From an optimization exercise on the open Yosys and OpenROAD flow, aimed at small area and few clock cycles per item; shortcuts taken in it are not production practice.
The RTL was checked by simulation tests, not by an equivalence proof against the original design.

==> 05-05: inputs <==
// fft_bram_pingpong_ctrl
module fft_bram_pingpong_ctrl #(
    parameter int NUM_CH      = fft_bram_pkg::DEF_NUM_CH,
    parameter int SAMPLE_W    = fft_bram_pkg::DEF_SAMPLE_W,
    parameter int OUT_W       = fft_bram_pkg::DEF_OUT_W,
    parameter int FRAME_BEATS = fft_bram_pkg::DEF_FRAME_BEATS
) (
    input  logic                         clk,
    input  logic                         rst,
    input  logic [NUM_CH*2*SAMPLE_W-1:0] s_axis_tdata,
    input  logic                         s_axis_tvalid,
    input  logic                         s_axis_tlast,
    output logic                         s_axis_tready,
    input  logic                         bank_release,
    output logic [31:0]                  bram_addr,
    output logic [OUT_W-1:0]             bram_din_re,
    output logic [OUT_W-1:0]             bram_din_im,
    output logic [3:0]                   bram_we,
    output logic                         bram_en,
    output logic                         bram_rst,
    output logic                         bank_sel,
    output logic                         frame_done,
    output logic                         err_tlast
);
    localparam int SLICE_W = 2 * SAMPLE_W;
    localparam int WORDS   = FRAME_BEATS * NUM_CH;
    localparam int SLC_W   = fft_bram_pkg::clog2(NUM_CH);
    localparam int WIDX_W  = fft_bram_pkg::clog2(WORDS);
    localparam int BIDX_W  = WIDX_W - SLC_W;
  ...
==> module fft_bram_pingpong_ctrl, before the edit <==
module fft_bram_pingpong_ctrl #(
    parameter int NUM_CH      = fft_bram_pkg::DEF_NUM_CH,
    parameter int SAMPLE_W    = fft_bram_pkg::DEF_SAMPLE_W,
    parameter int OUT_W       = fft_bram_pkg::DEF_OUT_W,
    parameter int FRAME_BEATS = fft_bram_pkg::DEF_FRAME_BEATS
) (
    input  logic                         clk,
    input  logic                         rst,
    input  logic [NUM_CH*2*SAMPLE_W-1:0] s_axis_tdata,
    input  logic                         s_axis_tvalid,
    input  logic                         s_axis_tlast,
    output logic                         s_axis_tready,
    input  logic                         bank_release,
    output logic [31:0]                  bram_addr,
    output logic [OUT_W-1:0]             bram_din_re,
    output logic [OUT_W-1:0]             bram_din_im,
    output logic [3:0]                   bram_we,
    output logic                         bram_en,
    output logic                         bram_rst,
    output logic                         bank_sel,
    output logic                         frame_done,
    output logic                         err_tlast
);
    localparam int SLICE_W = 2 * SAMPLE_W;
    localparam int WORDS   = FRAME_BEATS * NUM_CH;
    localparam int SLC_W   = fft_bram_pkg::clog2(NUM_CH);
    localparam int WIDX_W  = fft_bram_pkg::clog2(WORDS);
    localparam int BIDX_W  = WIDX_W - SLC_W;
    localparam int WCNT_INIT = (1 << (WIDX_W + 1)) - (NUM_CH - 1);
    logic [WIDX_W:0]     wcnt;
    logic                writing;
    logic [1:0]          owed;        
    logic                last_slice, last_word, new_frame, rel, bank_ok, accept, beat_last;
    logic [BIDX_W-1:0]   bidx;
    logic [SLICE_W-1:0]  cur, head;
    logic                flushing;    
    fft_beat_skid #(.NUM_CH(NUM_CH), .SLICE_W(SLICE_W)) u_skid (
        .clk  (clk),
        .din  (s_axis_tdata),
        .push (accept),
        .head (head)
    );
    assign flushing   = (owed == 2'd3);
    assign bidx       = wcnt[WIDX_W-1:SLC_W];
    assign last_slice = writing && (wcnt[SLC_W-1:0] == SLC_W'(NUM_CH - 1));
    assign last_word  = last_slice && (bidx == BIDX_W'(FRAME_BEATS - 1));
    assign new_frame  = writing ? (bidx == BIDX_W'(FRAME_BEATS - 1)) : (bidx == '0);
    assign rel        = bank_release && (owed != 2'd0);
    assign bank_ok    = !new_frame ||
                        (last_word ? (owed == 2'd0 || (owed == 2'd1 && rel))
                                   : (owed != 2'd2 || rel));
    assign s_axis_tready = !rst && !flushing && (!writing || last_slice) && bank_ok;
    assign accept     = s_axis_tvalid && s_axis_tready;
    assign beat_last  = writing ? (bidx == BIDX_W'(FRAME_BEATS - 2)) : (bidx == BIDX_W'(FRAME_BEATS - 1));
    always_ff @(posedge clk or posedge rst) begin
        if (rst) begin
            wcnt       <= (WIDX_W+1)'(WCNT_INIT);
            writing    <= 1'b0;
            owed       <= 2'd3;
            frame_done <= 1'b0;
            err_tlast  <= 1'b0;
        end else begin
            if (writing || flushing) wcnt <= wcnt + 1'b1;
            writing    <= accept || (writing && !last_slice);
            if (flushing) owed <= (wcnt[SLC_W-1:0] == SLC_W'(NUM_CH - 1)) ? 2'd0 : 2'd3;
            else          owed <= owed + {1'b0, last_word} - {1'b0, rel};
            frame_done <= last_word;
            err_tlast  <= accept && (s_axis_tlast != beat_last);
        end
    end
    assign bram_en     = writing;
    assign bram_we     = {4{writing}};
    assign bram_addr   = 32'({wcnt, 2'b00});
    assign bank_sel    = wcnt[WIDX_W];
    assign cur         = wcnt[0] ? head : ~head;
    assign bram_din_re = OUT_W'($signed(cur[SAMPLE_W-1:0]));
    assign bram_din_im = OUT_W'($signed(cur[SLICE_W-1:SAMPLE_W]));
    assign bram_rst    = rst;
endmodule
export LEC_CHECK = 0
export CAP_MARGIN = 20
export CORE_MARGIN = 2
export CORE_UTILIZATION = 40
export SLEW_MARGIN = 20
create_clock -name core_clock -period 5.0 [get_ports {clk}]
standard.sh (not shown) runs the stock make flow with config.mk's settings and CLKGATE_MAP_FILE= SYNTH_SCRIPT=/design/flow/synth_recipe.tcl, a recipe that flattens the netlist after the stock synthesis.
==> flow/flow/run.sh <==
#!/bin/bash
# Standard layout with three changes: every logic cell from synthesis is swapped for the
# smallest cell of its function before placement (repair sizes up what timing needs),
# every input and output port gets the smallest buffer, and clock tree synthesis uses
# clkbuf_8 leaves over larger sink clusters, without dummy loads.
set -euo pipefail
RES=orfs/results/$FLOW_PLATFORM/fft_bram_pingpong_ctrl/base
CTS_SIZE=${CTS_SIZE:-15}
bash standard.sh floorplan > standard_floorplan.log 2>&1
IN_ODB=$RES/2_floorplan.odb IN_SDC=$RES/2_floorplan.sdc \
  LIB_FILES=$FLOW_HOME/platforms/$FLOW_PLATFORM/lib/sky130_fd_sc_hd__tt_025C_1v80.lib \
  PLATFORM_DIR=$FLOW_HOME/platforms/$FLOW_PLATFORM \
  openroad -no_init -exit flow/downsize.tcl > downsize.log 2>&1
bash standard.sh "BUFFER_PORTS_ARGS=-buffer_cell sky130_fd_sc_hd__buf_1" \
  "CTS_ARGS=-sink_clustering_enable -repair_clock_nets -buf_list sky130_fd_sc_hd__clkbuf_8 -sink_clustering_size $CTS_SIZE -sink_clustering_max_diameter 60 -dont_use_dummy_load" \
  finish > standard.log 2>&1
==> flow/flow/downsize.tcl <==
# Swap every logic cell of the synthesized netlist for the smallest cell of the same
# function (same name but drive strength); placement and CTS repair fix any timing.
foreach lib $::env(LIB_FILES) { read_liberty $lib }
read_db $::env(IN_ODB)
read_sdc $::env(IN_SDC)
source $::env(PLATFORM_DIR)/setRC.tcl
set n 0
foreach inst [get_cells *] {
  set m [get_property $inst ref_name]
  if {![regexp {^(sky130_fd_sc_hd__[a-z0-9]+)_([0-9]+)$} $m -> base drv]} { continue }
  if {[regexp {tapvpwrvgnd|conb|fill|decap|diode} $base]} { continue }
  set best ""
  set best_area 1e9
  foreach lc [get_lib_cells ${base}_*] {
    set ln [get_name $lc]
    if {![regexp "^${base}_(\[0-9\]+)\$" $ln -> d]} { continue }
    set a [get_property $lc area]
    if {$a < $best_area} { set best $ln; set best_area $a }
  }
  if {$best ne "" && $best ne $m} {
    replace_cell $inst $best
    incr n
  }
}
puts "downsize: swapped $n cells"
write_db $::env(IN_ODB)
==> 06-28 (differences from 05-05) <==
--- a/flow/design.v
+++ b/flow/design.v
@@ -75,3 +75,2 @@
     localparam int BIDX_W  = WIDX_W - SLC_W;
-    localparam int WCNT_INIT = (1 << (WIDX_W + 1)) - (NUM_CH - 1);
     logic [WIDX_W:0]     wcnt;
@@ -82,3 +81,4 @@
     logic [SLICE_W-1:0]  cur, head;
-    logic                flushing;    
+    logic [SLC_W-1:0]    flush;       
+    logic                flushed;
     fft_beat_skid #(.NUM_CH(NUM_CH), .SLICE_W(SLICE_W)) u_skid (
@@ -89,3 +89,2 @@
     );
-    assign flushing   = (owed == 2'd3);
     assign bidx       = wcnt[WIDX_W-1:SLC_W];
@@ -98,3 +97,4 @@
                                    : (owed != 2'd2 || rel));
-    assign s_axis_tready = !rst && !flushing && (!writing || last_slice) && bank_ok;
+    assign flushed    = (flush == SLC_W'(NUM_CH - 1));
+    assign s_axis_tready = !rst && flushed && (!writing || last_slice) && bank_ok;
     assign accept     = s_axis_tvalid && s_axis_tready;
@@ -103,5 +103,6 @@
         if (rst) begin
-            wcnt       <= (WIDX_W+1)'(WCNT_INIT);
+            wcnt       <= '0;
+            flush      <= '0;
             writing    <= 1'b0;
-            owed       <= 2'd3;
+            owed       <= 2'd0;
             frame_done <= 1'b0;
@@ -109,6 +110,6 @@
         end else begin
-            if (writing || flushing) wcnt <= wcnt + 1'b1;
+            if (writing) wcnt <= wcnt + 1'b1;
+            if (!flushed) flush <= flush + 1'b1;
             writing    <= accept || (writing && !last_slice);
-            if (flushing) owed <= (wcnt[SLC_W-1:0] == SLC_W'(NUM_CH - 1)) ? 2'd0 : 2'd3;
-            else          owed <= owed + {1'b0, last_word} - {1'b0, rel};
+            owed       <= owed + {1'b0, last_word} - {1'b0, rel};
             frame_done <= last_word;
==> flow/flow/run.sh (replaced) <==
#!/bin/bash
# Standard layout, with the smallest buffer on every input and output port.
set -euo pipefail
bash standard.sh "BUFFER_PORTS_ARGS=-buffer_cell sky130_fd_sc_hd__buf_1" finish > standard.log 2>&1
- CTS_BUF_LIST: default -> sky130_fd_sc_hd__clkbuf_4
- CTS_CLUSTER_SIZE: default -> 20
removed: flow/flow/downsize.tcl
==> impl_metrics.tcl <==
set metrics [dict create \
    status "finished clean" \
    layout-drive-gt1-share 0.0321 \
    p_comb_mw 2.60 \
    rows 63 \
    place.gp.congestion 0.801 \
    synth_area_per_cell_um2 12.1 \
    synth-async-reset-ratio 0.0376 \
    grt_pass1_vias 8089 \
    seq_cell_count 399 \
    seqPwrFrac 0.546 \
    worstReg2RegStart "wcnt[0]$_DFFE_PP1P_" \
    fin_util 0.463 \
    regToRegSetupSlack_ps 1860 \
]
(the above is from 05-05)
==> impl_metrics.tcl <==
set metrics [dict create \
    status "finished clean" \
    critPathMaxStageDelay_ps 670 \
    final_nets 1882 \
    place.gp.congestion 0.850 \
    rows 62 \
    synth_area_per_cell_um2 11.8 \
    fin_util 0.503 \
    grt_pass1_vias 8447 \
    worstReg2RegStart "wcnt[0]$_DFFE_PP0P_" \
    synth-async-reset-ratio 0.0448 \
    seq_cell_count 402 \
    p_comb_mw 2.17 \
    regToRegSetupSlack_ps 2370 \
    cts-root-buf "clkbuf_4" \
    tightest_slew_ps 735 \
]
(the above is from 06-28)
Testbench counts of 05-05, summed over its fixed seeds: cycles 34,029, beats 4,096.
Testbench counts of 06-28, summed over its fixed seeds: cycles 34,029, beats 4,096.

==> separate check: timing with driven ports <==
How much do the figures lean on ideal ports? The routed layouts below were timed once more, with nothing changed but the port constraints.
Step 1 sets driving cells, clkbuf_16 on the clock port and buf_2 on the other inputs (assumed; they add their load-dependent delay and slew).
Step 2 also shifts input and output timing later by t, the mid clock arrival at the registers, as if the neighbouring blocks saw the same clock.
Three values: no drivers, after step 1, after step 2; two values: the first two.
| run | shift t [ns] | slack for setup (ns) | worst register clock-pin slew, ns | pins driven straight from the clock port |
|---|---|---|---|---|
| 05-05 | 0.545 | 1.488 / 1.443 / 1.728 | 0.09 / 0.09 | 1 |
| 06-28 | 0.707 | 1.427 / 1.384 / 1.733 | 0.07 / 0.07 | 1 |
After both steps setup and hold are still met in every run listed.
